Source: an optimization exercise on an open RTL-to-GDS flow (aim: small area, a short achievable clock period and few clock cycles per item). Production flows keep margins and buffers that such runs may drop. At most, simulation tests tie the RTL to the original design; equivalence was not proved. No functional check of the RTL was part of run 2.

==> flow/design.v (outline; a module is shown in full before it is edited, if it fits) <==
// module mdct_resonator_bank: 138 lines
// module mrb_lane: 63 lines
// module mrb_fa: 10 lines
// module mrb_ha: 9 lines
// module mrb_csa: 1463 lines
module mdct_resonator_bank #(
    parameter int DW   = 32,
    parameter int CW   = 16,
    parameter int FRAC = 14,
    parameter int NCH  = 4,
    parameter int SAT  = 1,
    parameter int LW   = 16,
    localparam int CHW = (NCH > 1) ? $clog2(NCH) : 1
) (
    input  logic              clk_in,
    input  logic              rst_sys,
    input  logic              start,
    input  logic              abort,
    input  logic [LW-1:0]     frame_len,
    input  logic [NCH*CW-1:0] coef,
    input  logic [DW-1:0]     init_s1,
    input  logic [DW-1:0]     init_s2,
    input  logic              s_valid,
    output logic              s_ready,
    input  logic [DW-1:0]     s_data,
    output logic              m_valid,
    input  logic              m_ready,
    output logic [DW-1:0]     m_data,
    output logic [CHW-1:0]    m_chan,
    output logic              m_last,
    output logic              busy,
    output logic              done
);
  // ...
==> flow/flow/run.sh <==
#!/bin/bash
# Own layout flow: the standard flow (standard.sh) with two changes.
# 1. After the standard synthesis (unchanged), fapol.py removes the inverters
#    that adder extraction left between full-adder cells, by choosing which
#    full adders compute on complemented signals (a full adder is self-dual).
#    Registers and ports are untouched; the logic function is the same.
# 2. repair_timing is asked for a larger setup margin, so that the layout is
#    timed tighter than the 13 ns constraint demands, and the ports get plain
#    buffers. The SDC is not changed.
set -euo pipefail
source flow/params.sh
R=$PWD/orfs/results/sky130hd/mdct_resonator_bank/base
bash standard.sh synth > synth.log 2>&1
cp $R/1_2_yosys.v $R/1_2_yosys.std.v
python3 flow/fapol.py $R/1_2_yosys.std.v $R/1_2_yosys.fapol.v > fapol.log 2>&1
cp $R/1_2_yosys.fapol.v $R/1_2_yosys.v
rm -f $R/1_synth.odb $R/1_synth.sdc
bash standard.sh SETUP_SLACK_MARGIN=$MARGIN "BUFFER_PORTS_ARGS=-buffer_cell $PORTBUF" finish > standard.log 2>&1
==> flow/flow/fapol.py <==
#!/usr/bin/env python3
"""Inverter clean-up around full adders in a flat gate-level netlist.

Yosys's adder extraction leaves inverters between full-adder cells (a full
adder is extracted with inverted inputs or outputs depending on how the
preceding mapping happened to build it). A full adder is self-dual:
FA(~a, ~b, ~c) = (~s, ~co), so each full adder may instead compute on
complemented inputs and deliver complemented outputs. This script chooses,
by local search, which full adders to complement so that as few signals as
possible need an inverter, then rewires the netlist: each signal gets at
most one inverter, XOR/XNOR loads absorb a polarity change by swapping
XOR2 <-> XNOR2, and the old inverters are removed. Registers, ports and all
other cells are left as they are; the logic function is unchanged.

usage: fapol.py in.v out.v
"""
import re
import sys

OUTPINS = {"X", "Y", "Q", "Q_N", "SUM", "COUT", "HI", "LO"}
INV_RE = re.compile(r"^sky130_fd_sc_hd__(inv|clkinv)_\d+$")
FA_RE = re.compile(r"^sky130_fd_sc_hd__fa_\d+$")
XOR_SWAP = {}
for n in ("1", "2", "4"):
    XOR_SWAP["sky130_fd_sc_hd__xor2_" + n] = "sky130_fd_sc_hd__xnor2_" + n
    XOR_SWAP["sky130_fd_sc_hd__xnor2_" + n] = "sky130_fd_sc_hd__xor2_" + n

src = open(sys.argv[1]).read()
blk_re = re.compile(r"^  (sky130_fd_sc_hd__\w+) (\S+)(\s+)\(\n(.*?)\n  \);\n", re.M | re.S)
pin_re = re.compile(r"^    \.(\w+)\((.*)\),?$", re.M)

insts = []
for m in blk_re.finditer(src):
    pins = pin_re.findall(m.group(4))
    insts.append({"type": m.group(1), "name": m.group(2) + m.group(3), "pins": [list(p) for p in pins],
                  "span": (m.start(), m.end())})

ncells = len(re.findall(r"^  sky130_fd_sc_hd__\w+ ", src, re.M))
assert ncells == len(insts), (ncells, len(insts))

def key(net):
    return net.strip()

driver = {}
loads = {}
for i, ins in enumerate(insts):
    for k, (p, n) in enumerate(ins["pins"]):
        n = key(n)
        if p in OUTPINS:
            driver[n] = (i, k)
        else:
            loads.setdefault(n, []).append((i, k))

# nets that are module ports: never re-polarised, and never stripped
hdr = src[:insts[0]["span"][0]] if insts else src
portnames = set()
for m in re.finditer(r"^\s*(input|output|inout)\s+(\[\d+:\d+\]\s+)?(\S+);", hdr, re.M):
    portnames.add(m.group(3))

def is_port(n):
    return n.split("[")[0] in portnames

def is_inv(i):
    return INV_RE.match(insts[i]["type"]) is not None

def root_of(n):
    par = 0
    seen = 0
    while n in driver and is_inv(driver[n][0]) and seen < 16:
        i, _ = driver[n]
        a = [key(x) for p, x in insts[i]["pins"] if p == "A"][0]
        n = a
        par ^= 1
        seen += 1
    return n, par

# consumers of each root: (inst, pinidx, parity, kind)  kind: fa / xor / fixed
cons = {}
frozen = set()
inv_insts = set()
for i, ins in enumerate(insts):
    if is_inv(i):
        inv_insts.add(i)
        continue
    for k, (p, n) in enumerate(ins["pins"]):
        if p in OUTPINS:
            continue
        n = key(n)
        r, par = root_of(n)
        if FA_RE.match(ins["type"]) and p in ("A", "B", "CIN"):
            kind = "fa"
        elif ins["type"] in XOR_SWAP and p in ("A", "B"):
            kind = "xor"
        else:
            kind = "fixed"
        cons.setdefault(r, []).append((i, k, par, kind))
# inverter outputs that are ports are fixed consumers we cannot rewire: freeze
for i in inv_insts:
    y = [key(x) for p, x in insts[i]["pins"] if p == "Y"][0]
    if is_port(y):
        r, _ = root_of(y)
        frozen.add(r)

fa_list = [i for i, ins in enumerate(insts) if FA_RE.match(ins["type"])]
flip = {i: 0 for i in fa_list}
root_fa = {}   # root net -> fa driving it
for i in fa_list:
    for p, n in insts[i]["pins"]:
        if p in ("SUM", "COUT"):
            root_fa[key(n)] = i

def q(r):
    i = root_fa.get(r)
    return flip[i] if i is not None else 0

def cost(r):
    if r not in cons:
        return 0
    qr = q(r)
    for (i, k, par, kind) in cons[r]:
        if kind == "xor":
            continue
        need = par ^ (flip[i] if kind == "fa" else 0)
        if need != qr:
            return 1
    return 0

def touched(f):
    rs = set()
    for p, n in insts[f]["pins"]:
        n = key(n)
        if p in ("SUM", "COUT"):
            rs.add(n)
        elif p in ("A", "B", "CIN"):
            rs.add(root_of(n)[0])
    return rs

def can_flip(f):
    for p, n in insts[f]["pins"]:
        if p in ("SUM", "COUT") and (key(n) in frozen or is_port(key(n))):
            return False
        if p in ("A", "B", "CIN") and root_of(key(n))[0] in frozen:
            return False
    return True

touch = {f: touched(f) for f in fa_list}
before = sum(cost(r) for r in cons)
for it in range(50):
    changed = 0
    for f in fa_list:
        if not can_flip(f):
            continue
        rs = touch[f]
        c0 = sum(cost(r) for r in rs)
        flip[f] ^= 1
        c1 = sum(cost(r) for r in rs)
        if c1 < c0:
            changed += 1
        else:
            flip[f] ^= 1
    if not changed:
        break
after = sum(cost(r) for r in cons)

# rewrite
newinv = {}
extra = []
wires = []
def inv_net(r, rnet_text):
    if r not in newinv:
        k = len(newinv)
        nn = "fapol_n%d" % k
        newinv[r] = nn
        wires.append("  wire %s;\n" % nn)
        extra.append("  sky130_fd_sc_hd__inv_1 fapol_i%d (\n    .A(%s),\n    .Y(%s)\n  );\n" % (k, rnet_text, nn))
    return newinv[r]

# original text of each root net (keep escaped-name spacing)
rtext = {}
for i, ins in enumerate(insts):
    for p, n in ins["pins"]:
        rtext.setdefault(key(n), n)

xor_mis = {}
for r, lst in cons.items():
    if r in frozen:
        continue
    qr = q(r)
    for (i, k, par, kind) in lst:
        p = insts[i]["pins"][k][0]
        if kind == "xor":
            if par != qr:
                xor_mis[i] = xor_mis.get(i, 0) ^ 1
            insts[i]["pins"][k][1] = rtext[r]
            continue
        need = par ^ (flip[i] if kind == "fa" else 0)
        if need == qr:
            insts[i]["pins"][k][1] = rtext[r]
        else:
            insts[i]["pins"][k][1] = inv_net(r, rtext[r])
for i, m in xor_mis.items():
    if m:
        t = insts[i]["type"]
        insts[i]["type"] = XOR_SWAP[t]
        # xor2 drives X, xnor2 drives Y
        for pn in insts[i]["pins"]:
            if pn[0] in ("X", "Y"):
                pn[0] = "Y" if "xnor2" in XOR_SWAP[t] else "X"

# old inverters: drop those whose output no longer has a load
used = set()
for i, ins in enumerate(insts):
    if i in inv_insts:
        continue
    for p, n in ins["pins"]:
        if p not in OUTPINS:
            used.add(key(n))
changed_inv = True
drop = set()
while changed_inv:
    changed_inv = False
    used2 = set(used)
    for i in inv_insts - drop:
        a = [key(x) for p, x in insts[i]["pins"] if p == "A"][0]
        used2.add(a)
    for i in inv_insts - drop:
        y = [key(x) for p, x in insts[i]["pins"] if p == "Y"][0]
        if y not in used2 and not is_port(y):
            drop.add(i)
            changed_inv = True

out = []
pos = 0
for i, ins in enumerate(insts):
    s, e = ins["span"]
    out.append(src[pos:s])
    pos = e
    if i in drop:
        continue
    body = ",\n".join("    .%s(%s)" % (p, n) for p, n in ins["pins"])
    out.append("  %s %s(\n%s\n  );\n" % (ins["type"], ins["name"], body))
tail = src[pos:]
j = tail.rindex("endmodule")
out.append(tail[:j] + "".join(extra) + tail[j:])
text = "".join(out)
# declare new wires right after the module header
h = text.index(");\n") + 3
text = text[:h] + "".join(wires) + text[h:]
open(sys.argv[2], "w").write(text)
sys.stderr.write("fapol: %d full adders, %d flipped, signals needing an inverter %d -> %d, "
                 "inverters removed %d, added %d\n"
                 % (len(fa_list), sum(flip.values()), before, after, len(drop), len(newinv)))
==> flow/flow/params.sh <==
MARGIN=9.0
PORTBUF=sky130_fd_sc_hd__buf_2
==> flow/standard.sh <==
#!/bin/bash
# synth_recipe.tcl (not shown) runs the flow's synth.tcl, then flattens the netlist and writes it again
# the make line also repeats each setting of config.mk as NAME=value (left out here)
make -C /OpenROAD-flow-scripts/flow DESIGN_CONFIG=/design/flow/config.mk WORK_HOME=/design/flow/orfs CLKGATE_MAP_FILE= SYNTH_SCRIPT=/design/flow/synth_recipe.tcl "${@:-finish}"
==> flow/config.mk <==
export PLATFORM = sky130hd
export DESIGN_NAME = mdct_resonator_bank
export DESIGN_NICKNAME = mdct_resonator_bank
export VERILOG_FILES = /design/flow/design.v
export SDC_FILE = /design/flow/constraint.sdc
export NUM_CORES = 4
export LEC_CHECK = 0
export CAP_MARGIN = 20
export CORE_MARGIN = 2
export CORE_UTILIZATION = 60
export SLEW_MARGIN = 20
==> flow/constraint.sdc <==
create_clock -name core_clock -period 13.0 [get_ports {clk_in}]
set_input_delay 2.6000 -clock core_clock [delete_from_list [all_inputs] [get_ports {clk_in}]]
set_output_delay 2.6000 -clock core_clock [all_outputs]
set_load 0.01 [all_outputs]
==> results.ini, run 1 <==
[setup_path]
crit_end=m_data[13]
crit_buf_inv=1
slowest_stage=dfxtp_1

[clock_tree]
cts_hold_buf=0
cts.clk_slew.worst_paths_ns=0.06
cts_max_level=2
clkLatencyLatePin_ns=0.66
cts-root-buf=clkbuf_16

[min_path]
hold-path-endpoint=lastf

[global_routing]
grt_pass1_wl_um=219000
grt_use_met2=0.568
track_usage=0.373
gr-total-overflow=0
use_met1=0.518

[routing]
dr_wl_met2_um=65800
routed-wl-met3_um=17400

[finish]
layout.nets=5320
clock_area_frac=0.0389
post-route-util=0.677

[synth]
synth_cells=4364

[placed_design]
gp_congestion=0.944

[timing]
worst_slew_pin_slew_ns=1.14

[die]
ioPinCount=221
die_area_mm2=0.0780

[outcome]
outcome=complete, no violations

Testbench counts, summed over its fixed seeds: cycles 9,680, samples 4,452.
==> run 2, diff against run 1 <==
--- a/flow/design.v
+++ b/flow/design.v
@@ -52,23 +52,39 @@
     assign st_waitf = (state == S_WAITF);
     assign take_s = s_ready & s_valid & ~abort;
     assign take_m = m_valid & m_ready & ~abort;
-    logic        adv, ld_y, nxt_b;
-    assign adv   = st_p0f | st_p0 | st_p1 | st_flush;
-    assign ld_y  = st_p0 | st_p1 | st_flush;
-    assign nxt_b = st_p0f | st_p0;
+    logic        adv, ld_y, nxt_b, idle_q, flush_q, drain_q, xen;
+    always_ff @(posedge clk_in or posedge rst_sys) begin
+        if (rst_sys) begin
+            adv     <= 1'b0;
+            ld_y    <= 1'b0;
+            nxt_b   <= 1'b0;
+            idle_q  <= 1'b1;
+            flush_q <= 1'b0;
+            drain_q <= 1'b0;
+        end else begin
+            adv     <= (state_nx == S_P0F) || (state_nx == S_P0) || (state_nx == S_P1) || (state_nx == S_FLUSH);
+            ld_y    <= (state_nx == S_P0) || (state_nx == S_P1) || (state_nx == S_FLUSH);
+            nxt_b   <= (state_nx == S_P0F) || (state_nx == S_P0);
+            idle_q  <= (state_nx == S_IDLE);
+            flush_q <= (state_nx == S_FLUSH);
+            drain_q <= (state_nx == S_DRAIN);
+        end
+    end
+    always_ff @(posedge clk_in)
+        xen <= (state_nx == S_WAITF) || (state_nx == S_WAIT) || ((state_nx == S_P1) && !lastf_nx);
     logic signed [31:0] x_reg;
     always_ff @(posedge clk_in) begin
-        if (s_ready)
+        if (xen)
             x_reg <= s_data;
     end
     logic [31:0] y0, y1, r1_0, r1_1, d1_0, d1_1;
     mrb_lane u_l0 (
-        .clk(clk_in), .idle(st_idle), .adv(adv), .ld_y(ld_y), .nxt_b(nxt_b),
+        .clk(clk_in), .rst(rst_sys), .idle(idle_q), .adv(adv), .ld_y(ld_y), .nxt_b(nxt_b),
         .ca(coef[15:0]), .cb(coef[31:16]), .init_s1(init_s1), .init_s2(init_s2),
         .x(x_reg), .y(y0), .r1(r1_0), .d1(d1_0)
     );
     mrb_lane u_l1 (
-        .clk(clk_in), .idle(st_idle), .adv(adv), .ld_y(ld_y), .nxt_b(nxt_b),
+        .clk(clk_in), .rst(rst_sys), .idle(idle_q), .adv(adv), .ld_y(ld_y), .nxt_b(nxt_b),
         .ca(coef[47:32]), .cb(coef[63:48]), .init_s1(init_s1), .init_s2(init_s2),
         .x(x_reg), .y(y1), .r1(r1_1), .d1(d1_1)
     );
@@ -113,7 +129,7 @@
         m_chan <= rix_nx;
         m_last <= (rix_nx == 2'd3);
         lastf <= lastf_nx;
-        if (st_idle) begin
+        if (idle_q) begin
             cnt  <= frame_len;
             zlen <= (frame_len == 16'd0);
         end else if (take_s) begin
@@ -121,16 +137,16 @@
         end
     end
     always_ff @(posedge clk_in) begin
-        if (st_idle)
+        if (idle_q)
             m_data <= init_s1;
-        else if (st_drain) begin
+        else if (drain_q) begin
             case (rix_nx)
                 2'd0:    m_data <= zlen ? r1_0 : d1_0;
                 2'd1:    m_data <= r1_0;
                 2'd2:    m_data <= zlen ? r1_1 : d1_1;
                 default: m_data <= r1_1;
             endcase
-        end else if (st_flush && !m_ready)
+        end else if (flush_q && !m_ready)
             m_data <= r1_0;
         else
             m_data <= y0;
@@ -138,6 +154,7 @@
 endmodule
 module mrb_lane (
     input  logic        clk,
+    input  logic        rst,
     input  logic        idle,
     input  logic        adv,
     input  logic        ld_y,
@@ -151,25 +168,36 @@
     output logic [31:0] r1,
     output logic [31:0] d1
 );
-    logic [31:0] d2;
-    logic [7:0]  one, two, neg, one_n, two_n, neg_n;
+    logic [31:0] nd2;    
+    logic [7:0]  one, two, neg;
     logic [33:0] ps, pc, ps_q, pc_q;
     logic        pcin, pcin_q;
     logic [15:0] cn;
     logic [16:0] cx;
     assign cn = nxt_b ? cb : ca;
     assign cx = {cn, 1'b0};
+    logic [7:0] one_d, two_d, neg_d;
     always_ff @(posedge clk) begin
         for (int j = 0; j < 8; j++) begin
             one[j] <= cx[2*j+1] ^ cx[2*j];
             two[j] <= (cx[2*j+2] & ~cx[2*j+1] & ~cx[2*j]) | (~cx[2*j+2] & cx[2*j+1] & cx[2*j]);
             neg[j] <= cx[2*j+2];
-            one_n[j] <= ~(cx[2*j+1] ^ cx[2*j]);
-            two_n[j] <= ~((cx[2*j+2] & ~cx[2*j+1] & ~cx[2*j]) | (~cx[2*j+2] & cx[2*j+1] & cx[2*j]));
-            neg_n[j] <= ~cx[2*j+2];
         end
     end
-    mrb_csa u_csa (.s1(r1), .s2(d2), .x(x), .one(one), .two(two), .neg(neg), .one_n(one_n), .two_n(two_n), .neg_n(neg_n),
+    always_ff @(posedge clk or posedge rst) begin
+        if (rst) begin
+            one_d <= '0;
+            two_d <= '0;
+            neg_d <= '0;
+        end else begin
+            for (int j = 0; j < 8; j++) begin
+                one_d[j] <= cx[2*j+1] ^ cx[2*j];
+                two_d[j] <= (cx[2*j+2] & ~cx[2*j+1] & ~cx[2*j]) | (~cx[2*j+2] & cx[2*j+1] & cx[2*j]);
+                neg_d[j] <= cx[2*j+2];
+            end
+        end
+    end
+    mrb_csa u_csa (.s1(r1), .ns2(nd2), .x(x), .one(one), .two(two), .neg(neg), .one_d(one_d), .two_d(two_d), .neg_d(neg_d),
                    .ps(ps), .pc(pc), .pcin(pcin));
     always_ff @(posedge clk) begin
         if (adv) begin
@@ -178,24 +206,50 @@
             pcin_q <= pcin;
         end
     end
-    logic [33:0] yf;
-    assign yf = ps_q + pc_q + {33'd0, pcin_q};
+    logic [33:0] p, g, c, yf;
+    logic [33:0] gp [0:6];
+    logic [33:0] pp [0:6];
+    assign p = ps_q ^ pc_q;
+    assign g = ps_q & pc_q;
+    assign gp[0] = {g[33:1], g[0] | (p[0] & pcin_q)};
+    assign pp[0] = p;
+    for (genvar k = 0; k < 6; k++) begin : g_ks
+        for (genvar i = 0; i < 34; i++) begin : g_b
+            if (i >= (1 << k)) begin : g_m
+                assign gp[k+1][i] = gp[k][i] | (pp[k][i] & gp[k][i - (1 << k)]);
+                assign pp[k+1][i] = pp[k][i] & pp[k][i - (1 << k)];
+            end else begin : g_t
+                assign gp[k+1][i] = gp[k][i];
+                assign pp[k+1][i] = pp[k][i];
+            end
+        end
+    end
+    assign c  = {gp[6][32:0], pcin_q};
+    assign yf = p ^ c;
+    logic [2:0] t0, t1;
+    logic       ov0, ov1, ovf, sgn;
+    assign t0  = {p[33] ^ (g[32] | (p[32] & g[31])), p[32] ^ g[31], p[31]};
+    assign t1  = {p[33] ^ (g[32] | (p[32] & (g[31] | p[31]))), p[32] ^ (g[31] | p[31]), ~p[31]};
+    assign ov0 = (t0 != 3'b000) && (t0 != 3'b111);
+    assign ov1 = (t1 != 3'b000) && (t1 != 3'b111);
+    assign ovf = c[31] ? ov1 : ov0;
+    assign sgn = c[31] ? t1[2] : t0[2];
     always_comb begin
-        if (yf[33:31] == 3'b000 || yf[33:31] == 3'b111)
+        if (!ovf)
             y = yf[31:0];
         else
-            y = yf[33] ? 32'h80000000 : 32'h7fffffff;
+            y = sgn ? 32'h80000000 : 32'h7fffffff;
     end
     always_ff @(posedge clk) begin
         if (idle) begin
             r1 <= init_s1;
             d1 <= init_s2;
-            d2 <= init_s2;
+            nd2 <= ~init_s2;
         end else if (adv) begin
             if (ld_y)
                 r1 <= y;
             d1 <= r1;
-            d2 <= d1;
+            nd2 <= ~d1;
         end
     end
 endmodule
@@ -220,20 +274,20 @@
 endmodule
 module mrb_csa (
     input  logic [31:0] s1,
-    input  logic [31:0] s2,
+    input  logic [31:0] ns2,
     input  logic [31:0] x,
     input  logic [7:0]  one,
     input  logic [7:0]  two,
     input  logic [7:0]  neg,
-    input  logic [7:0]  one_n,
-    input  logic [7:0]  two_n,
-    input  logic [7:0]  neg_n,
+    input  logic [7:0]  one_d,
+    input  logic [7:0]  two_d,
+    input  logic [7:0]  neg_d,
     output logic [33:0] ps,
     output logic [33:0] pc,
     output logic        pcin
 );
-    logic [31:0] ns2;
-    assign ns2 = ~s2;
+    logic nx2s;
+    assign nx2s = ~ns2[31];
     logic nx31;
     assign nx31 = ~x[31];
     logic pp0_0;
@@ -1117,23 +1171,23 @@
     assign pp0_14 = ((one[0] & s1[14]) | (two[0] & s1[13])) ^ neg[0];
     assign pp0_15 = ((one[0] & s1[15]) | (two[0] & s1[14])) ^ neg[0];
     assign pp0_16 = ((one[0] & s1[16]) | (two[0] & s1[15])) ^ neg[0];
-    assign pp0_17 = ~(((~one_n[0] & s1[17]) | (~two_n[0] & s1[16])) ^ neg_n[0]);
-    assign pp0_18 = ~(((~one_n[0] & s1[18]) | (~two_n[0] & s1[17])) ^ neg_n[0]);
-    assign pp0_19 = ~(((~one_n[0] & s1[19]) | (~two_n[0] & s1[18])) ^ neg_n[0]);
-    assign pp0_20 = ~(((~one_n[0] & s1[20]) | (~two_n[0] & s1[19])) ^ neg_n[0]);
-    assign pp0_21 = ~(((~one_n[0] & s1[21]) | (~two_n[0] & s1[20])) ^ neg_n[0]);
-    assign pp0_22 = ~(((~one_n[0] & s1[22]) | (~two_n[0] & s1[21])) ^ neg_n[0]);
-    assign pp0_23 = ~(((~one_n[0] & s1[23]) | (~two_n[0] & s1[22])) ^ neg_n[0]);
-    assign pp0_24 = ~(((~one_n[0] & s1[24]) | (~two_n[0] & s1[23])) ^ neg_n[0]);
-    assign pp0_25 = ~(((~one_n[0] & s1[25]) | (~two_n[0] & s1[24])) ^ neg_n[0]);
-    assign pp0_26 = ~(((~one_n[0] & s1[26]) | (~two_n[0] & s1[25])) ^ neg_n[0]);
-    assign pp0_27 = ~(((~one_n[0] & s1[27]) | (~two_n[0] & s1[26])) ^ neg_n[0]);
-    assign pp0_28 = ~(((~one_n[0] & s1[28]) | (~two_n[0] & s1[27])) ^ neg_n[0]);
-    assign pp0_29 = ~(((~one_n[0] & s1[29]) | (~two_n[0] & s1[28])) ^ neg_n[0]);
-    assign pp0_30 = ~(((~one_n[0] & s1[30]) | (~two_n[0] & s1[29])) ^ neg_n[0]);
-    assign pp0_31 = ~(((~one_n[0] & s1[31]) | (~two_n[0] & s1[30])) ^ neg_n[0]);
-    assign pp0_32 = ~(((~one_n[0] & s1[31]) | (~two_n[0] & s1[31])) ^ neg_n[0]);
-    assign pps0 = (s1[31] & ~(one_n[0] & two_n[0])) ^ neg_n[0];
+    assign pp0_17 = ((one_d[0] & s1[17]) | (two_d[0] & s1[16])) ^ neg_d[0];
+    assign pp0_18 = ((one_d[0] & s1[18]) | (two_d[0] & s1[17])) ^ neg_d[0];
+    assign pp0_19 = ((one_d[0] & s1[19]) | (two_d[0] & s1[18])) ^ neg_d[0];
+    assign pp0_20 = ((one_d[0] & s1[20]) | (two_d[0] & s1[19])) ^ neg_d[0];
+    assign pp0_21 = ((one_d[0] & s1[21]) | (two_d[0] & s1[20])) ^ neg_d[0];
+    assign pp0_22 = ((one_d[0] & s1[22]) | (two_d[0] & s1[21])) ^ neg_d[0];
+    assign pp0_23 = ((one_d[0] & s1[23]) | (two_d[0] & s1[22])) ^ neg_d[0];
+    assign pp0_24 = ((one_d[0] & s1[24]) | (two_d[0] & s1[23])) ^ neg_d[0];
+    assign pp0_25 = ((one_d[0] & s1[25]) | (two_d[0] & s1[24])) ^ neg_d[0];
+    assign pp0_26 = ((one_d[0] & s1[26]) | (two_d[0] & s1[25])) ^ neg_d[0];
+    assign pp0_27 = ((one_d[0] & s1[27]) | (two_d[0] & s1[26])) ^ neg_d[0];
+    assign pp0_28 = ((one_d[0] & s1[28]) | (two_d[0] & s1[27])) ^ neg_d[0];
+    assign pp0_29 = ((one_d[0] & s1[29]) | (two_d[0] & s1[28])) ^ neg_d[0];
+    assign pp0_30 = ((one_d[0] & s1[30]) | (two_d[0] & s1[29])) ^ neg_d[0];
+    assign pp0_31 = ((one_d[0] & s1[31]) | (two_d[0] & s1[30])) ^ neg_d[0];
+    assign pp0_32 = ((one_d[0] & s1[31]) | (two_d[0] & s1[31])) ^ neg_d[0];
+    assign pps0 = ~((s1[31] & (one_d[0] | two_d[0])) ^ neg_d[0]);
     assign pp1_0 = ((one[1] & s1[0])) ^ neg[1];
     assign pp1_1 = ((one[1] & s1[1]) | (two[1] & s1[0])) ^ neg[1];
     assign pp1_2 = ((one[1] & s1[2]) | (two[1] & s1[1])) ^ neg[1];
@@ -1151,23 +1205,23 @@
     assign pp1_14 = ((one[1] & s1[14]) | (two[1] & s1[13])) ^ neg[1];
     assign pp1_15 = ((one[1] & s1[15]) | (two[1] & s1[14])) ^ neg[1];
     assign pp1_16 = ((one[1] & s1[16]) | (two[1] & s1[15])) ^ neg[1];
-    assign pp1_17 = ~(((~one_n[1] & s1[17]) | (~two_n[1] & s1[16])) ^ neg_n[1]);
-    assign pp1_18 = ~(((~one_n[1] & s1[18]) | (~two_n[1] & s1[17])) ^ neg_n[1]);
-    assign pp1_19 = ~(((~one_n[1] & s1[19]) | (~two_n[1] & s1[18])) ^ neg_n[1]);
-    assign pp1_20 = ~(((~one_n[1] & s1[20]) | (~two_n[1] & s1[19])) ^ neg_n[1]);
-    assign pp1_21 = ~(((~one_n[1] & s1[21]) | (~two_n[1] & s1[20])) ^ neg_n[1]);
-    assign pp1_22 = ~(((~one_n[1] & s1[22]) | (~two_n[1] & s1[21])) ^ neg_n[1]);
-    assign pp1_23 = ~(((~one_n[1] & s1[23]) | (~two_n[1] & s1[22])) ^ neg_n[1]);
-    assign pp1_24 = ~(((~one_n[1] & s1[24]) | (~two_n[1] & s1[23])) ^ neg_n[1]);
-    assign pp1_25 = ~(((~one_n[1] & s1[25]) | (~two_n[1] & s1[24])) ^ neg_n[1]);
-    assign pp1_26 = ~(((~one_n[1] & s1[26]) | (~two_n[1] & s1[25])) ^ neg_n[1]);
-    assign pp1_27 = ~(((~one_n[1] & s1[27]) | (~two_n[1] & s1[26])) ^ neg_n[1]);
-    assign pp1_28 = ~(((~one_n[1] & s1[28]) | (~two_n[1] & s1[27])) ^ neg_n[1]);
-    assign pp1_29 = ~(((~one_n[1] & s1[29]) | (~two_n[1] & s1[28])) ^ neg_n[1]);
-    assign pp1_30 = ~(((~one_n[1] & s1[30]) | (~two_n[1] & s1[29])) ^ neg_n[1]);
-    assign pp1_31 = ~(((~one_n[1] & s1[31]) | (~two_n[1] & s1[30])) ^ neg_n[1]);
-    assign pp1_32 = ~(((~one_n[1] & s1[31]) | (~two_n[1] & s1[31])) ^ neg_n[1]);
-    assign pps1 = (s1[31] & ~(one_n[1] & two_n[1])) ^ neg_n[1];
+    assign pp1_17 = ((one_d[1] & s1[17]) | (two_d[1] & s1[16])) ^ neg_d[1];
+    assign pp1_18 = ((one_d[1] & s1[18]) | (two_d[1] & s1[17])) ^ neg_d[1];
+    assign pp1_19 = ((one_d[1] & s1[19]) | (two_d[1] & s1[18])) ^ neg_d[1];
+    assign pp1_20 = ((one_d[1] & s1[20]) | (two_d[1] & s1[19])) ^ neg_d[1];
+    assign pp1_21 = ((one_d[1] & s1[21]) | (two_d[1] & s1[20])) ^ neg_d[1];
+    assign pp1_22 = ((one_d[1] & s1[22]) | (two_d[1] & s1[21])) ^ neg_d[1];
+    assign pp1_23 = ((one_d[1] & s1[23]) | (two_d[1] & s1[22])) ^ neg_d[1];
+    assign pp1_24 = ((one_d[1] & s1[24]) | (two_d[1] & s1[23])) ^ neg_d[1];
+    assign pp1_25 = ((one_d[1] & s1[25]) | (two_d[1] & s1[24])) ^ neg_d[1];
+    assign pp1_26 = ((one_d[1] & s1[26]) | (two_d[1] & s1[25])) ^ neg_d[1];
+    assign pp1_27 = ((one_d[1] & s1[27]) | (two_d[1] & s1[26])) ^ neg_d[1];
+    assign pp1_28 = ((one_d[1] & s1[28]) | (two_d[1] & s1[27])) ^ neg_d[1];
+    assign pp1_29 = ((one_d[1] & s1[29]) | (two_d[1] & s1[28])) ^ neg_d[1];
+    assign pp1_30 = ((one_d[1] & s1[30]) | (two_d[1] & s1[29])) ^ neg_d[1];
+    assign pp1_31 = ((one_d[1] & s1[31]) | (two_d[1] & s1[30])) ^ neg_d[1];
+    assign pp1_32 = ((one_d[1] & s1[31]) | (two_d[1] & s1[31])) ^ neg_d[1];
+    assign pps1 = ~((s1[31] & (one_d[1] | two_d[1])) ^ neg_d[1]);
     assign pp2_0 = ((one[2] & s1[0])) ^ neg[2];
     assign pp2_1 = ((one[2] & s1[1]) | (two[2] & s1[0])) ^ neg[2];
     assign pp2_2 = ((one[2] & s1[2]) | (two[2] & s1[1])) ^ neg[2];
@@ -1185,23 +1239,23 @@
     assign pp2_14 = ((one[2] & s1[14]) | (two[2] & s1[13])) ^ neg[2];
     assign pp2_15 = ((one[2] & s1[15]) | (two[2] & s1[14])) ^ neg[2];
     assign pp2_16 = ((one[2] & s1[16]) | (two[2] & s1[15])) ^ neg[2];
-    assign pp2_17 = ~(((~one_n[2] & s1[17]) | (~two_n[2] & s1[16])) ^ neg_n[2]);
-    assign pp2_18 = ~(((~one_n[2] & s1[18]) | (~two_n[2] & s1[17])) ^ neg_n[2]);
-    assign pp2_19 = ~(((~one_n[2] & s1[19]) | (~two_n[2] & s1[18])) ^ neg_n[2]);
-    assign pp2_20 = ~(((~one_n[2] & s1[20]) | (~two_n[2] & s1[19])) ^ neg_n[2]);
-    assign pp2_21 = ~(((~one_n[2] & s1[21]) | (~two_n[2] & s1[20])) ^ neg_n[2]);
-    assign pp2_22 = ~(((~one_n[2] & s1[22]) | (~two_n[2] & s1[21])) ^ neg_n[2]);
-    assign pp2_23 = ~(((~one_n[2] & s1[23]) | (~two_n[2] & s1[22])) ^ neg_n[2]);
-    assign pp2_24 = ~(((~one_n[2] & s1[24]) | (~two_n[2] & s1[23])) ^ neg_n[2]);
-    assign pp2_25 = ~(((~one_n[2] & s1[25]) | (~two_n[2] & s1[24])) ^ neg_n[2]);
-    assign pp2_26 = ~(((~one_n[2] & s1[26]) | (~two_n[2] & s1[25])) ^ neg_n[2]);
-    assign pp2_27 = ~(((~one_n[2] & s1[27]) | (~two_n[2] & s1[26])) ^ neg_n[2]);
-    assign pp2_28 = ~(((~one_n[2] & s1[28]) | (~two_n[2] & s1[27])) ^ neg_n[2]);
-    assign pp2_29 = ~(((~one_n[2] & s1[29]) | (~two_n[2] & s1[28])) ^ neg_n[2]);
-    assign pp2_30 = ~(((~one_n[2] & s1[30]) | (~two_n[2] & s1[29])) ^ neg_n[2]);
-    assign pp2_31 = ~(((~one_n[2] & s1[31]) | (~two_n[2] & s1[30])) ^ neg_n[2]);
-    assign pp2_32 = ~(((~one_n[2] & s1[31]) | (~two_n[2] & s1[31])) ^ neg_n[2]);
-    assign pps2 = (s1[31] & ~(one_n[2] & two_n[2])) ^ neg_n[2];
+    assign pp2_17 = ((one_d[2] & s1[17]) | (two_d[2] & s1[16])) ^ neg_d[2];
+    assign pp2_18 = ((one_d[2] & s1[18]) | (two_d[2] & s1[17])) ^ neg_d[2];
+    assign pp2_19 = ((one_d[2] & s1[19]) | (two_d[2] & s1[18])) ^ neg_d[2];
+    assign pp2_20 = ((one_d[2] & s1[20]) | (two_d[2] & s1[19])) ^ neg_d[2];
+    assign pp2_21 = ((one_d[2] & s1[21]) | (two_d[2] & s1[20])) ^ neg_d[2];
+    assign pp2_22 = ((one_d[2] & s1[22]) | (two_d[2] & s1[21])) ^ neg_d[2];
+    assign pp2_23 = ((one_d[2] & s1[23]) | (two_d[2] & s1[22])) ^ neg_d[2];
+    assign pp2_24 = ((one_d[2] & s1[24]) | (two_d[2] & s1[23])) ^ neg_d[2];
+    assign pp2_25 = ((one_d[2] & s1[25]) | (two_d[2] & s1[24])) ^ neg_d[2];
+    assign pp2_26 = ((one_d[2] & s1[26]) | (two_d[2] & s1[25])) ^ neg_d[2];
+    assign pp2_27 = ((one_d[2] & s1[27]) | (two_d[2] & s1[26])) ^ neg_d[2];
+    assign pp2_28 = ((one_d[2] & s1[28]) | (two_d[2] & s1[27])) ^ neg_d[2];
+    assign pp2_29 = ((one_d[2] & s1[29]) | (two_d[2] & s1[28])) ^ neg_d[2];
+    assign pp2_30 = ((one_d[2] & s1[30]) | (two_d[2] & s1[29])) ^ neg_d[2];
+    assign pp2_31 = ((one_d[2] & s1[31]) | (two_d[2] & s1[30])) ^ neg_d[2];
+    assign pp2_32 = ((one_d[2] & s1[31]) | (two_d[2] & s1[31])) ^ neg_d[2];
+    assign pps2 = ~((s1[31] & (one_d[2] | two_d[2])) ^ neg_d[2]);
     assign pp3_0 = ((one[3] & s1[0])) ^ neg[3];
     assign pp3_1 = ((one[3] & s1[1]) | (two[3] & s1[0])) ^ neg[3];
     assign pp3_2 = ((one[3] & s1[2]) | (two[3] & s1[1])) ^ neg[3];
@@ -1219,23 +1273,23 @@
     assign pp3_14 = ((one[3] & s1[14]) | (two[3] & s1[13])) ^ neg[3];
     assign pp3_15 = ((one[3] & s1[15]) | (two[3] & s1[14])) ^ neg[3];
     assign pp3_16 = ((one[3] & s1[16]) | (two[3] & s1[15])) ^ neg[3];
-    assign pp3_17 = ~(((~one_n[3] & s1[17]) | (~two_n[3] & s1[16])) ^ neg_n[3]);
-    assign pp3_18 = ~(((~one_n[3] & s1[18]) | (~two_n[3] & s1[17])) ^ neg_n[3]);
-    assign pp3_19 = ~(((~one_n[3] & s1[19]) | (~two_n[3] & s1[18])) ^ neg_n[3]);
-    assign pp3_20 = ~(((~one_n[3] & s1[20]) | (~two_n[3] & s1[19])) ^ neg_n[3]);
-    assign pp3_21 = ~(((~one_n[3] & s1[21]) | (~two_n[3] & s1[20])) ^ neg_n[3]);
-    assign pp3_22 = ~(((~one_n[3] & s1[22]) | (~two_n[3] & s1[21])) ^ neg_n[3]);
-    assign pp3_23 = ~(((~one_n[3] & s1[23]) | (~two_n[3] & s1[22])) ^ neg_n[3]);
-    assign pp3_24 = ~(((~one_n[3] & s1[24]) | (~two_n[3] & s1[23])) ^ neg_n[3]);
-    assign pp3_25 = ~(((~one_n[3] & s1[25]) | (~two_n[3] & s1[24])) ^ neg_n[3]);
-    assign pp3_26 = ~(((~one_n[3] & s1[26]) | (~two_n[3] & s1[25])) ^ neg_n[3]);
-    assign pp3_27 = ~(((~one_n[3] & s1[27]) | (~two_n[3] & s1[26])) ^ neg_n[3]);
-    assign pp3_28 = ~(((~one_n[3] & s1[28]) | (~two_n[3] & s1[27])) ^ neg_n[3]);
-    assign pp3_29 = ~(((~one_n[3] & s1[29]) | (~two_n[3] & s1[28])) ^ neg_n[3]);
-    assign pp3_30 = ~(((~one_n[3] & s1[30]) | (~two_n[3] & s1[29])) ^ neg_n[3]);
-    assign pp3_31 = ~(((~one_n[3] & s1[31]) | (~two_n[3] & s1[30])) ^ neg_n[3]);
-    assign pp3_32 = ~(((~one_n[3] & s1[31]) | (~two_n[3] & s1[31])) ^ neg_n[3]);
-    assign pps3 = (s1[31] & ~(one_n[3] & two_n[3])) ^ neg_n[3];
+    assign pp3_17 = ((one_d[3] & s1[17]) | (two_d[3] & s1[16])) ^ neg_d[3];
+    assign pp3_18 = ((one_d[3] & s1[18]) | (two_d[3] & s1[17])) ^ neg_d[3];
+    assign pp3_19 = ((one_d[3] & s1[19]) | (two_d[3] & s1[18])) ^ neg_d[3];
+    assign pp3_20 = ((one_d[3] & s1[20]) | (two_d[3] & s1[19])) ^ neg_d[3];
+    assign pp3_21 = ((one_d[3] & s1[21]) | (two_d[3] & s1[20])) ^ neg_d[3];
+    assign pp3_22 = ((one_d[3] & s1[22]) | (two_d[3] & s1[21])) ^ neg_d[3];
+    assign pp3_23 = ((one_d[3] & s1[23]) | (two_d[3] & s1[22])) ^ neg_d[3];
+    assign pp3_24 = ((one_d[3] & s1[24]) | (two_d[3] & s1[23])) ^ neg_d[3];
+    assign pp3_25 = ((one_d[3] & s1[25]) | (two_d[3] & s1[24])) ^ neg_d[3];
+    assign pp3_26 = ((one_d[3] & s1[26]) | (two_d[3] & s1[25])) ^ neg_d[3];
+    assign pp3_27 = ((one_d[3] & s1[27]) | (two_d[3] & s1[26])) ^ neg_d[3];
+    assign pp3_28 = ((one_d[3] & s1[28]) | (two_d[3] & s1[27])) ^ neg_d[3];
+    assign pp3_29 = ((one_d[3] & s1[29]) | (two_d[3] & s1[28])) ^ neg_d[3];
+    assign pp3_30 = ((one_d[3] & s1[30]) | (two_d[3] & s1[29])) ^ neg_d[3];
+    assign pp3_31 = ((one_d[3] & s1[31]) | (two_d[3] & s1[30])) ^ neg_d[3];
+    assign pp3_32 = ((one_d[3] & s1[31]) | (two_d[3] & s1[31])) ^ neg_d[3];
+    assign pps3 = ~((s1[31] & (one_d[3] | two_d[3])) ^ neg_d[3]);
     assign pp4_0 = ((one[4] & s1[0])) ^ neg[4];
     assign pp4_1 = ((one[4] & s1[1]) | (two[4] & s1[0])) ^ neg[4];
     assign pp4_2 = ((one[4] & s1[2]) | (two[4] & s1[1])) ^ neg[4];
@@ -1253,23 +1307,23 @@
     assign pp4_14 = ((one[4] & s1[14]) | (two[4] & s1[13])) ^ neg[4];
     assign pp4_15 = ((one[4] & s1[15]) | (two[4] & s1[14])) ^ neg[4];
     assign pp4_16 = ((one[4] & s1[16]) | (two[4] & s1[15])) ^ neg[4];
-    assign pp4_17 = ~(((~one_n[4] & s1[17]) | (~two_n[4] & s1[16])) ^ neg_n[4]);
-    assign pp4_18 = ~(((~one_n[4] & s1[18]) | (~two_n[4] & s1[17])) ^ neg_n[4]);
-    assign pp4_19 = ~(((~one_n[4] & s1[19]) | (~two_n[4] & s1[18])) ^ neg_n[4]);
-    assign pp4_20 = ~(((~one_n[4] & s1[20]) | (~two_n[4] & s1[19])) ^ neg_n[4]);
-    assign pp4_21 = ~(((~one_n[4] & s1[21]) | (~two_n[4] & s1[20])) ^ neg_n[4]);
-    assign pp4_22 = ~(((~one_n[4] & s1[22]) | (~two_n[4] & s1[21])) ^ neg_n[4]);
-    assign pp4_23 = ~(((~one_n[4] & s1[23]) | (~two_n[4] & s1[22])) ^ neg_n[4]);
-    assign pp4_24 = ~(((~one_n[4] & s1[24]) | (~two_n[4] & s1[23])) ^ neg_n[4]);
-    assign pp4_25 = ~(((~one_n[4] & s1[25]) | (~two_n[4] & s1[24])) ^ neg_n[4]);
-    assign pp4_26 = ~(((~one_n[4] & s1[26]) | (~two_n[4] & s1[25])) ^ neg_n[4]);
-    assign pp4_27 = ~(((~one_n[4] & s1[27]) | (~two_n[4] & s1[26])) ^ neg_n[4]);
-    assign pp4_28 = ~(((~one_n[4] & s1[28]) | (~two_n[4] & s1[27])) ^ neg_n[4]);
-    assign pp4_29 = ~(((~one_n[4] & s1[29]) | (~two_n[4] & s1[28])) ^ neg_n[4]);
-    assign pp4_30 = ~(((~one_n[4] & s1[30]) | (~two_n[4] & s1[29])) ^ neg_n[4]);
-    assign pp4_31 = ~(((~one_n[4] & s1[31]) | (~two_n[4] & s1[30])) ^ neg_n[4]);
-    assign pp4_32 = ~(((~one_n[4] & s1[31]) | (~two_n[4] & s1[31])) ^ neg_n[4]);
-    assign pps4 = (s1[31] & ~(one_n[4] & two_n[4])) ^ neg_n[4];
+    assign pp4_17 = ((one_d[4] & s1[17]) | (two_d[4] & s1[16])) ^ neg_d[4];
+    assign pp4_18 = ((one_d[4] & s1[18]) | (two_d[4] & s1[17])) ^ neg_d[4];
+    assign pp4_19 = ((one_d[4] & s1[19]) | (two_d[4] & s1[18])) ^ neg_d[4];
+    assign pp4_20 = ((one_d[4] & s1[20]) | (two_d[4] & s1[19])) ^ neg_d[4];
+    assign pp4_21 = ((one_d[4] & s1[21]) | (two_d[4] & s1[20])) ^ neg_d[4];
+    assign pp4_22 = ((one_d[4] & s1[22]) | (two_d[4] & s1[21])) ^ neg_d[4];
+    assign pp4_23 = ((one_d[4] & s1[23]) | (two_d[4] & s1[22])) ^ neg_d[4];
+    assign pp4_24 = ((one_d[4] & s1[24]) | (two_d[4] & s1[23])) ^ neg_d[4];
+    assign pp4_25 = ((one_d[4] & s1[25]) | (two_d[4] & s1[24])) ^ neg_d[4];
+    assign pp4_26 = ((one_d[4] & s1[26]) | (two_d[4] & s1[25])) ^ neg_d[4];
+    assign pp4_27 = ((one_d[4] & s1[27]) | (two_d[4] & s1[26])) ^ neg_d[4];
+    assign pp4_28 = ((one_d[4] & s1[28]) | (two_d[4] & s1[27])) ^ neg_d[4];
+    assign pp4_29 = ((one_d[4] & s1[29]) | (two_d[4] & s1[28])) ^ neg_d[4];
+    assign pp4_30 = ((one_d[4] & s1[30]) | (two_d[4] & s1[29])) ^ neg_d[4];
+    assign pp4_31 = ((one_d[4] & s1[31]) | (two_d[4] & s1[30])) ^ neg_d[4];
+    assign pp4_32 = ((one_d[4] & s1[31]) | (two_d[4] & s1[31])) ^ neg_d[4];
+    assign pps4 = ~((s1[31] & (one_d[4] | two_d[4])) ^ neg_d[4]);
     assign pp5_0 = ((one[5] & s1[0])) ^ neg[5];
     assign pp5_1 = ((one[5] & s1[1]) | (two[5] & s1[0])) ^ neg[5];
     assign pp5_2 = ((one[5] & s1[2]) | (two[5] & s1[1])) ^ neg[5];
@@ -1287,23 +1341,23 @@
     assign pp5_14 = ((one[5] & s1[14]) | (two[5] & s1[13])) ^ neg[5];
     assign pp5_15 = ((one[5] & s1[15]) | (two[5] & s1[14])) ^ neg[5];
     assign pp5_16 = ((one[5] & s1[16]) | (two[5] & s1[15])) ^ neg[5];
-    assign pp5_17 = ~(((~one_n[5] & s1[17]) | (~two_n[5] & s1[16])) ^ neg_n[5]);
-    assign pp5_18 = ~(((~one_n[5] & s1[18]) | (~two_n[5] & s1[17])) ^ neg_n[5]);
-    assign pp5_19 = ~(((~one_n[5] & s1[19]) | (~two_n[5] & s1[18])) ^ neg_n[5]);
-    assign pp5_20 = ~(((~one_n[5] & s1[20]) | (~two_n[5] & s1[19])) ^ neg_n[5]);
-    assign pp5_21 = ~(((~one_n[5] & s1[21]) | (~two_n[5] & s1[20])) ^ neg_n[5]);
-    assign pp5_22 = ~(((~one_n[5] & s1[22]) | (~two_n[5] & s1[21])) ^ neg_n[5]);
-    assign pp5_23 = ~(((~one_n[5] & s1[23]) | (~two_n[5] & s1[22])) ^ neg_n[5]);
-    assign pp5_24 = ~(((~one_n[5] & s1[24]) | (~two_n[5] & s1[23])) ^ neg_n[5]);
-    assign pp5_25 = ~(((~one_n[5] & s1[25]) | (~two_n[5] & s1[24])) ^ neg_n[5]);
-    assign pp5_26 = ~(((~one_n[5] & s1[26]) | (~two_n[5] & s1[25])) ^ neg_n[5]);
-    assign pp5_27 = ~(((~one_n[5] & s1[27]) | (~two_n[5] & s1[26])) ^ neg_n[5]);
-    assign pp5_28 = ~(((~one_n[5] & s1[28]) | (~two_n[5] & s1[27])) ^ neg_n[5]);
-    assign pp5_29 = ~(((~one_n[5] & s1[29]) | (~two_n[5] & s1[28])) ^ neg_n[5]);
-    assign pp5_30 = ~(((~one_n[5] & s1[30]) | (~two_n[5] & s1[29])) ^ neg_n[5]);
-    assign pp5_31 = ~(((~one_n[5] & s1[31]) | (~two_n[5] & s1[30])) ^ neg_n[5]);
-    assign pp5_32 = ~(((~one_n[5] & s1[31]) | (~two_n[5] & s1[31])) ^ neg_n[5]);
-    assign pps5 = (s1[31] & ~(one_n[5] & two_n[5])) ^ neg_n[5];
+    assign pp5_17 = ((one_d[5] & s1[17]) | (two_d[5] & s1[16])) ^ neg_d[5];
+    assign pp5_18 = ((one_d[5] & s1[18]) | (two_d[5] & s1[17])) ^ neg_d[5];
+    assign pp5_19 = ((one_d[5] & s1[19]) | (two_d[5] & s1[18])) ^ neg_d[5];
+    assign pp5_20 = ((one_d[5] & s1[20]) | (two_d[5] & s1[19])) ^ neg_d[5];
+    assign pp5_21 = ((one_d[5] & s1[21]) | (two_d[5] & s1[20])) ^ neg_d[5];
+    assign pp5_22 = ((one_d[5] & s1[22]) | (two_d[5] & s1[21])) ^ neg_d[5];
+    assign pp5_23 = ((one_d[5] & s1[23]) | (two_d[5] & s1[22])) ^ neg_d[5];
+    assign pp5_24 = ((one_d[5] & s1[24]) | (two_d[5] & s1[23])) ^ neg_d[5];
+    assign pp5_25 = ((one_d[5] & s1[25]) | (two_d[5] & s1[24])) ^ neg_d[5];
+    assign pp5_26 = ((one_d[5] & s1[26]) | (two_d[5] & s1[25])) ^ neg_d[5];
+    assign pp5_27 = ((one_d[5] & s1[27]) | (two_d[5] & s1[26])) ^ neg_d[5];
+    assign pp5_28 = ((one_d[5] & s1[28]) | (two_d[5] & s1[27])) ^ neg_d[5];
+    assign pp5_29 = ((one_d[5] & s1[29]) | (two_d[5] & s1[28])) ^ neg_d[5];
+    assign pp5_30 = ((one_d[5] & s1[30]) | (two_d[5] & s1[29])) ^ neg_d[5];
+    assign pp5_31 = ((one_d[5] & s1[31]) | (two_d[5] & s1[30])) ^ neg_d[5];
+    assign pp5_32 = ((one_d[5] & s1[31]) | (two_d[5] & s1[31])) ^ neg_d[5];
+    assign pps5 = ~((s1[31] & (one_d[5] | two_d[5])) ^ neg_d[5]);
     assign pp6_0 = ((one[6] & s1[0])) ^ neg[6];
     assign pp6_1 = ((one[6] & s1[1]) | (two[6] & s1[0])) ^ neg[6];
     assign pp6_2 = ((one[6] & s1[2]) | (two[6] & s1[1])) ^ neg[6];
@@ -1321,23 +1375,23 @@
     assign pp6_14 = ((one[6] & s1[14]) | (two[6] & s1[13])) ^ neg[6];
     assign pp6_15 = ((one[6] & s1[15]) | (two[6] & s1[14])) ^ neg[6];
     assign pp6_16 = ((one[6] & s1[16]) | (two[6] & s1[15])) ^ neg[6];
-    assign pp6_17 = ~(((~one_n[6] & s1[17]) | (~two_n[6] & s1[16])) ^ neg_n[6]);
-    assign pp6_18 = ~(((~one_n[6] & s1[18]) | (~two_n[6] & s1[17])) ^ neg_n[6]);
-    assign pp6_19 = ~(((~one_n[6] & s1[19]) | (~two_n[6] & s1[18])) ^ neg_n[6]);
-    assign pp6_20 = ~(((~one_n[6] & s1[20]) | (~two_n[6] & s1[19])) ^ neg_n[6]);
-    assign pp6_21 = ~(((~one_n[6] & s1[21]) | (~two_n[6] & s1[20])) ^ neg_n[6]);
-    assign pp6_22 = ~(((~one_n[6] & s1[22]) | (~two_n[6] & s1[21])) ^ neg_n[6]);
-    assign pp6_23 = ~(((~one_n[6] & s1[23]) | (~two_n[6] & s1[22])) ^ neg_n[6]);
-    assign pp6_24 = ~(((~one_n[6] & s1[24]) | (~two_n[6] & s1[23])) ^ neg_n[6]);
-    assign pp6_25 = ~(((~one_n[6] & s1[25]) | (~two_n[6] & s1[24])) ^ neg_n[6]);
-    assign pp6_26 = ~(((~one_n[6] & s1[26]) | (~two_n[6] & s1[25])) ^ neg_n[6]);
-    assign pp6_27 = ~(((~one_n[6] & s1[27]) | (~two_n[6] & s1[26])) ^ neg_n[6]);
-    assign pp6_28 = ~(((~one_n[6] & s1[28]) | (~two_n[6] & s1[27])) ^ neg_n[6]);
-    assign pp6_29 = ~(((~one_n[6] & s1[29]) | (~two_n[6] & s1[28])) ^ neg_n[6]);
-    assign pp6_30 = ~(((~one_n[6] & s1[30]) | (~two_n[6] & s1[29])) ^ neg_n[6]);
-    assign pp6_31 = ~(((~one_n[6] & s1[31]) | (~two_n[6] & s1[30])) ^ neg_n[6]);
-    assign pp6_32 = ~(((~one_n[6] & s1[31]) | (~two_n[6] & s1[31])) ^ neg_n[6]);
-    assign pps6 = (s1[31] & ~(one_n[6] & two_n[6])) ^ neg_n[6];
+    assign pp6_17 = ((one_d[6] & s1[17]) | (two_d[6] & s1[16])) ^ neg_d[6];
+    assign pp6_18 = ((one_d[6] & s1[18]) | (two_d[6] & s1[17])) ^ neg_d[6];
+    assign pp6_19 = ((one_d[6] & s1[19]) | (two_d[6] & s1[18])) ^ neg_d[6];
+    assign pp6_20 = ((one_d[6] & s1[20]) | (two_d[6] & s1[19])) ^ neg_d[6];
+    assign pp6_21 = ((one_d[6] & s1[21]) | (two_d[6] & s1[20])) ^ neg_d[6];
+    assign pp6_22 = ((one_d[6] & s1[22]) | (two_d[6] & s1[21])) ^ neg_d[6];
+    assign pp6_23 = ((one_d[6] & s1[23]) | (two_d[6] & s1[22])) ^ neg_d[6];
+    assign pp6_24 = ((one_d[6] & s1[24]) | (two_d[6] & s1[23])) ^ neg_d[6];
+    assign pp6_25 = ((one_d[6] & s1[25]) | (two_d[6] & s1[24])) ^ neg_d[6];
+    assign pp6_26 = ((one_d[6] & s1[26]) | (two_d[6] & s1[25])) ^ neg_d[6];
+    assign pp6_27 = ((one_d[6] & s1[27]) | (two_d[6] & s1[26])) ^ neg_d[6];
+    assign pp6_28 = ((one_d[6] & s1[28]) | (two_d[6] & s1[27])) ^ neg_d[6];
+    assign pp6_29 = ((one_d[6] & s1[29]) | (two_d[6] & s1[28])) ^ neg_d[6];
+    assign pp6_30 = ((one_d[6] & s1[30]) | (two_d[6] & s1[29])) ^ neg_d[6];
+    assign pp6_31 = ((one_d[6] & s1[31]) | (two_d[6] & s1[30])) ^ neg_d[6];
+    assign pp6_32 = ((one_d[6] & s1[31]) | (two_d[6] & s1[31])) ^ neg_d[6];
+    assign pps6 = ~((s1[31] & (one_d[6] | two_d[6])) ^ neg_d[6]);
     assign pp7_0 = ((one[7] & s1[0])) ^ neg[7];
     assign pp7_1 = ((one[7] & s1[1]) | (two[7] & s1[0])) ^ neg[7];
     assign pp7_2 = ((one[7] & s1[2]) | (two[7] & s1[1])) ^ neg[7];
@@ -1355,23 +1409,23 @@
     assign pp7_14 = ((one[7] & s1[14]) | (two[7] & s1[13])) ^ neg[7];
     assign pp7_15 = ((one[7] & s1[15]) | (two[7] & s1[14])) ^ neg[7];
     assign pp7_16 = ((one[7] & s1[16]) | (two[7] & s1[15])) ^ neg[7];
-    assign pp7_17 = ~(((~one_n[7] & s1[17]) | (~two_n[7] & s1[16])) ^ neg_n[7]);
-    assign pp7_18 = ~(((~one_n[7] & s1[18]) | (~two_n[7] & s1[17])) ^ neg_n[7]);
-    assign pp7_19 = ~(((~one_n[7] & s1[19]) | (~two_n[7] & s1[18])) ^ neg_n[7]);
-    assign pp7_20 = ~(((~one_n[7] & s1[20]) | (~two_n[7] & s1[19])) ^ neg_n[7]);
-    assign pp7_21 = ~(((~one_n[7] & s1[21]) | (~two_n[7] & s1[20])) ^ neg_n[7]);
-    assign pp7_22 = ~(((~one_n[7] & s1[22]) | (~two_n[7] & s1[21])) ^ neg_n[7]);
-    assign pp7_23 = ~(((~one_n[7] & s1[23]) | (~two_n[7] & s1[22])) ^ neg_n[7]);
-    assign pp7_24 = ~(((~one_n[7] & s1[24]) | (~two_n[7] & s1[23])) ^ neg_n[7]);
-    assign pp7_25 = ~(((~one_n[7] & s1[25]) | (~two_n[7] & s1[24])) ^ neg_n[7]);
-    assign pp7_26 = ~(((~one_n[7] & s1[26]) | (~two_n[7] & s1[25])) ^ neg_n[7]);
-    assign pp7_27 = ~(((~one_n[7] & s1[27]) | (~two_n[7] & s1[26])) ^ neg_n[7]);
-    assign pp7_28 = ~(((~one_n[7] & s1[28]) | (~two_n[7] & s1[27])) ^ neg_n[7]);
-    assign pp7_29 = ~(((~one_n[7] & s1[29]) | (~two_n[7] & s1[28])) ^ neg_n[7]);
-    assign pp7_30 = ~(((~one_n[7] & s1[30]) | (~two_n[7] & s1[29])) ^ neg_n[7]);
-    assign pp7_31 = ~(((~one_n[7] & s1[31]) | (~two_n[7] & s1[30])) ^ neg_n[7]);
-    assign pp7_32 = ~(((~one_n[7] & s1[31]) | (~two_n[7] & s1[31])) ^ neg_n[7]);
-    assign pps7 = (s1[31] & ~(one_n[7] & two_n[7])) ^ neg_n[7];
+    assign pp7_17 = ((one_d[7] & s1[17]) | (two_d[7] & s1[16])) ^ neg_d[7];
+    assign pp7_18 = ((one_d[7] & s1[18]) | (two_d[7] & s1[17])) ^ neg_d[7];
+    assign pp7_19 = ((one_d[7] & s1[19]) | (two_d[7] & s1[18])) ^ neg_d[7];
+    assign pp7_20 = ((one_d[7] & s1[20]) | (two_d[7] & s1[19])) ^ neg_d[7];
+    assign pp7_21 = ((one_d[7] & s1[21]) | (two_d[7] & s1[20])) ^ neg_d[7];
+    assign pp7_22 = ((one_d[7] & s1[22]) | (two_d[7] & s1[21])) ^ neg_d[7];
+    assign pp7_23 = ((one_d[7] & s1[23]) | (two_d[7] & s1[22])) ^ neg_d[7];
+    assign pp7_24 = ((one_d[7] & s1[24]) | (two_d[7] & s1[23])) ^ neg_d[7];
+    assign pp7_25 = ((one_d[7] & s1[25]) | (two_d[7] & s1[24])) ^ neg_d[7];
+    assign pp7_26 = ((one_d[7] & s1[26]) | (two_d[7] & s1[25])) ^ neg_d[7];
+    assign pp7_27 = ((one_d[7] & s1[27]) | (two_d[7] & s1[26])) ^ neg_d[7];
+    assign pp7_28 = ((one_d[7] & s1[28]) | (two_d[7] & s1[27])) ^ neg_d[7];
+    assign pp7_29 = ((one_d[7] & s1[29]) | (two_d[7] & s1[28])) ^ neg_d[7];
+    assign pp7_30 = ((one_d[7] & s1[30]) | (two_d[7] & s1[29])) ^ neg_d[7];
+    assign pp7_31 = ((one_d[7] & s1[31]) | (two_d[7] & s1[30])) ^ neg_d[7];
+    assign pp7_32 = ((one_d[7] & s1[31]) | (two_d[7] & s1[31])) ^ neg_d[7];
+    assign pps7 = ~((s1[31] & (one_d[7] | two_d[7])) ^ neg_d[7]);
     assign fs1 = ~(ns2[0] ^ x[0]);
     assign fc2 = ns2[0] | x[0];
     mrb_ha u_hs3 (.a(neg[7]), .b(pp0_14), .s(hs3), .co(hc4));
@@ -1587,7 +1641,7 @@
     assign fs411 = ~(ns2[30] ^ x[30]);
     assign fc412 = ns2[30] | x[30];
     mrb_ha u_hs413 (.a(pp6_32), .b(pp7_30), .s(hs413), .co(hc414));
-    mrb_fa u_fs415 (.a(s2[31]), .b(nx31), .c(pps6), .s(fs415), .co(fc416));
+    mrb_fa u_fs415 (.a(nx2s), .b(nx31), .c(pps6), .s(fs415), .co(fc416));
     mrb_ha u_hs417 (.a(neg[2]), .b(pp0_4), .s(hs417), .co(hc418));
     mrb_ha u_hs419 (.a(pp0_5), .b(pp1_3), .s(hs419), .co(hc420));
     mrb_fa u_fs421 (.a(pp1_4), .b(pp2_2), .c(pp3_0), .s(fs421), .co(fc422));
--- a/flow/flow/fapol.py
+++ b/flow/flow/fapol.py
@@ -102,11 +102,16 @@
         frozen.add(r)
 
 fa_list = [i for i, ins in enumerate(insts) if FA_RE.match(ins["type"])]
-flip = {i: 0 for i in fa_list}
-root_fa = {}   # root net -> fa driving it
+xd_list = [i for i, ins in enumerate(insts) if ins["type"] in XOR_SWAP]
+flip = {i: 0 for i in fa_list + xd_list}
+root_fa = {}   # root net -> flippable cell driving it
 for i in fa_list:
     for p, n in insts[i]["pins"]:
         if p in ("SUM", "COUT"):
+            root_fa[key(n)] = i
+for i in xd_list:
+    for p, n in insts[i]["pins"]:
+        if p in ("X", "Y"):
             root_fa[key(n)] = i
 
 def q(r):
@@ -127,39 +132,61 @@
 
 def touched(f):
     rs = set()
+    isfa = FA_RE.match(insts[f]["type"]) is not None
     for p, n in insts[f]["pins"]:
         n = key(n)
-        if p in ("SUM", "COUT"):
+        if p in OUTPINS:
             rs.add(n)
-        elif p in ("A", "B", "CIN"):
+        elif isfa and p in ("A", "B", "CIN"):
             rs.add(root_of(n)[0])
     return rs
 
 def can_flip(f):
+    isfa = FA_RE.match(insts[f]["type"]) is not None
     for p, n in insts[f]["pins"]:
-        if p in ("SUM", "COUT") and (key(n) in frozen or is_port(key(n))):
+        if p in OUTPINS and (key(n) in frozen or is_port(key(n))):
             return False
-        if p in ("A", "B", "CIN") and root_of(key(n))[0] in frozen:
+        if isfa and p in ("A", "B", "CIN") and root_of(key(n))[0] in frozen:
             return False
     return True
 
-touch = {f: touched(f) for f in fa_list}
+import random
+rng = random.Random(1)
+nodes = [f for f in fa_list + xd_list if can_flip(f)]
+touch = {f: touched(f) for f in nodes}
 before = sum(cost(r) for r in cons)
-for it in range(50):
-    changed = 0
-    for f in fa_list:
-        if not can_flip(f):
-            continue
-        rs = touch[f]
-        c0 = sum(cost(r) for r in rs)
+
+def greedy():
+    for it in range(100):
+        changed = 0
+        order = nodes[:]
+        rng.shuffle(order)
+        for f in order:
+            rs = touch[f]
+            c0 = sum(cost(r) for r in rs)
+            flip[f] ^= 1
+            c1 = sum(cost(r) for r in rs)
+            if c1 < c0 or (c1 == c0 and rng.random() < 0.3):
+                changed += c1 < c0
+            else:
+                flip[f] ^= 1
+        if not changed:
+            break
+
+greedy()
+best = sum(cost(r) for r in cons)
+best_flip = dict(flip)
+for rnd in range(300):
+    for f in rng.sample(nodes, max(1, len(nodes) // 50)):
         flip[f] ^= 1
-        c1 = sum(cost(r) for r in rs)
-        if c1 < c0:
-            changed += 1
-        else:
-            flip[f] ^= 1
-    if not changed:
-        break
+    greedy()
+    c = sum(cost(r) for r in cons)
+    if c <= best:
+        best = c
+        best_flip = dict(flip)
+    else:
+        flip.update(best_flip)
+flip.update(best_flip)
 after = sum(cost(r) for r in cons)
 
 # rewrite
@@ -182,6 +209,9 @@
         rtext.setdefault(key(n), n)
 
 xor_mis = {}
+for i in xd_list:
+    if flip[i]:
+        xor_mis[i] = 1
 for r, lst in cons.items():
     if r in frozen:
         continue
==> results.ini, run 2 <==
[outcome]
outcome=complete, no violations

[global_routing]
grt_pass1_vias=33733
grt_pass1_wl_um=210000  ; -3.9%
gr-total-overflow=0  ; unchanged
grt_max_degree=78
track_usage=0.361  ; -0.0123
antenna_found_initial=2

[die]
initial_core_util=0.604
die_x_um=278
core_mm2=0.0743
die_h_um=278
ioPinCount=221  ; unchanged
rows=100
die_area_mm2=0.0771  ; -1.3%

[timing]
setup_tns_ns=0
worst_slew_pin_slew_ns=1.16  ; +0.0200 ns
relSlewSlack=0.223
slew_viol_final=0
period_share=0.309
fin_skew_ns=0.0339
max_freq_ghz=0.249
fin_crit_ns=4.01
setup-violations-final=0
rsz0062_at_grt=yes
hold_violations=0

[routing]
dr.pass1.iters=6
drt_iter0_drc=3965
ant_nets=0
via_per_inst=6.65
num_vias=33427
drc_errors=0
wl_um=140000
avgRoutedWirePerCell_um=27.8

[setup_path]
r2r_start=u_l0.one[0]
critPathKind=register to register
crit_arrival_ns=4.39
start_kind=register
slowest_stage=dfxtp_1
ff2ff_path_depth=11
cp-end-kind=register
max_stage_delay_ns=0.72
cp_max_fo=17
rrSetupSlack_ns=8.99
crit_buf_inv=0  ; -1
critical_path.cell_chain=a22oi_1, xnor2_1, ha_1, fa_1, fa_1, fa_1, ha_1, a21o_1, a21o_1, a21oi_1, o21ai_0
critPathTopFamily=adder cells
required_ns=13.38
crit_top_cell=fa_1
crit_start=u_l0.one[0]
r2r-end=u_l0.pcin_q

[clock_tree]
clk_path_buf_depth=3
cts_buffers=57
cts_tree=done
cts_max_level=2  ; unchanged
cts_hold_buf=0  ; unchanged
clock-sinks=525
cts-root-buf=clkbuf_16
cts.clk_slew.worst_paths_ns=0.07  ; about the same
clkLatencyLatePin_ns=0.65  ; about the same

[finish]
regArea_mm2=0.0146
antenna_cells=0
layout.nets=4873  ; -8.4%
drive_above_1_share=0.142
syn_to_final_growth_pct=10.2
final_cell_mix=xnor2_1 (546), fa_1 (510), a22oi_1 (494)
num-fill-cells=5683
multi_input_area_mm2=0.0285
final_common_cell=xnor2_1

[flow_run]
max-cap-violations=0

[placed_design]
hpwl_um=103000
gp_congestion=0.922  ; -2.3%
io_buffer_count=220

[min_path]
hp-start=m_valid
timing.hold.worst_path_depth=2
hold-path-endpoint=done
hold_path_class=register to register

[synth]
syn_nets=4823
synth_cells=3956  ; -9.3%
yosys_warnings=4
avgSynthCellArea_um2=11.4
netlist_area_mm2=0.0449

[run 2: changes by cell type in the layout (fill, tap and decap cells not counted), sizes merged, moves of 58 or more]
cell	delta
nand2	-259
inv	-127
xor2	-150
buf	-58
o22ai	-230
a22oi	+238
a21boi	+62
o21ai	+62
xnor2	+155
[run 2: through the flow]
stage | utilization | cells | hold slack, ns | setup slack (ns) | cell area (um2)
after floorplan | - | 3956 | 0.484 | 8.82 | 45100
after global placement | 0.626 | 4851 | 0.542 | 7.93 | 46500
after detailed placement | 0.626 | 4851 | 0.562 | 7.89 | 46500
after CTS | 0.659 | 4986 | 0.569 | 9.00 | 49000
after global routing | 0.666 | 5024 | 0.588 | 8.82 | 49500
final | 0.666 | 5024 | 0.564 | 8.99 | 49500
[run 2: worst register-to-register path: cells and delay by family, from the launching register on]
family          cells  cell delay, ns
compound gates      5            0.77
xor+xnor            1            0.32
fa+ha+maj           5            1.95
flops               1            0.72
[run 2: worst max path at each step]
stage | endpoint | depth (start not counted)
CTS | u_l0.pcin_q | 9
detailed placement | m_data[28] | 11
global placement | m_data[28] | 11
global route | u_l0.pcin_q | 11
finish | u_l0.pcin_q | 11
floorplan | m_data[21] | 7
[run 2: repair_timing]
action | CTS | global route
resized for setup | 18 | 25
endpoints found under the hold margin | 0 | 0
pin swaps | 2 | 3
setup endpoints to repair | 59 | 85
buffers inserted | 24 | 36
cloned | 3 | 2
[run 2: layout make-up]
class	instances	area share
inverter	179	0.0137
clock buffer	73	0.0350
clock inverter	35	0.00696
tap	969	0.0245
timing repair buffer	357	0.0486
multi-input combinational	2886	0.575
sequential	525	0.296
[run 2: routing by layer]
layer / vias up / global-route usage / share of wire
met5: - / 0 / 0
met4: 0 / 0.0979 / 0.028
met3: 241 / 0.0872 / 0.12
met2: 2080 / 0.549 / 0.45
met1: 16951 / 0.521 / 0.40
li1: 14155 / - / -

## what the ideal ports hide
Ports are ideal in the flow. The routed layouts listed here were re-timed in OpenROAD. Step 1 assumes that a clkbuf_16 drives the clock port and a buf_2 every other input. Step 2, shift: input delay + t, output delay - t, t = (earliest + latest rising clock arrival at the registers) / 2. This alone moves slack from input paths to output paths. a / b / c = no drivers / after step 1 / after step 2; a / b = the first two.
run	shift t [ns]	slack for setup (ns)	worst hold slack (ns)	worst setup path at the end	worst data-port slew with drivers (ns)
run 1	0.710	9.030 / 8.960 / 8.441	0.516 / 0.516 / 0.516	input to register	0.05
run 2	0.705	8.988 / 8.973 / 8.414	0.564 / 0.564 / 0.564	input to register	0.07
After both steps every run listed still meets setup and hold. For run 1, which loses most, drivers alone change the setup slack by -0.070 ns; drivers and shift together by -0.589 ns.
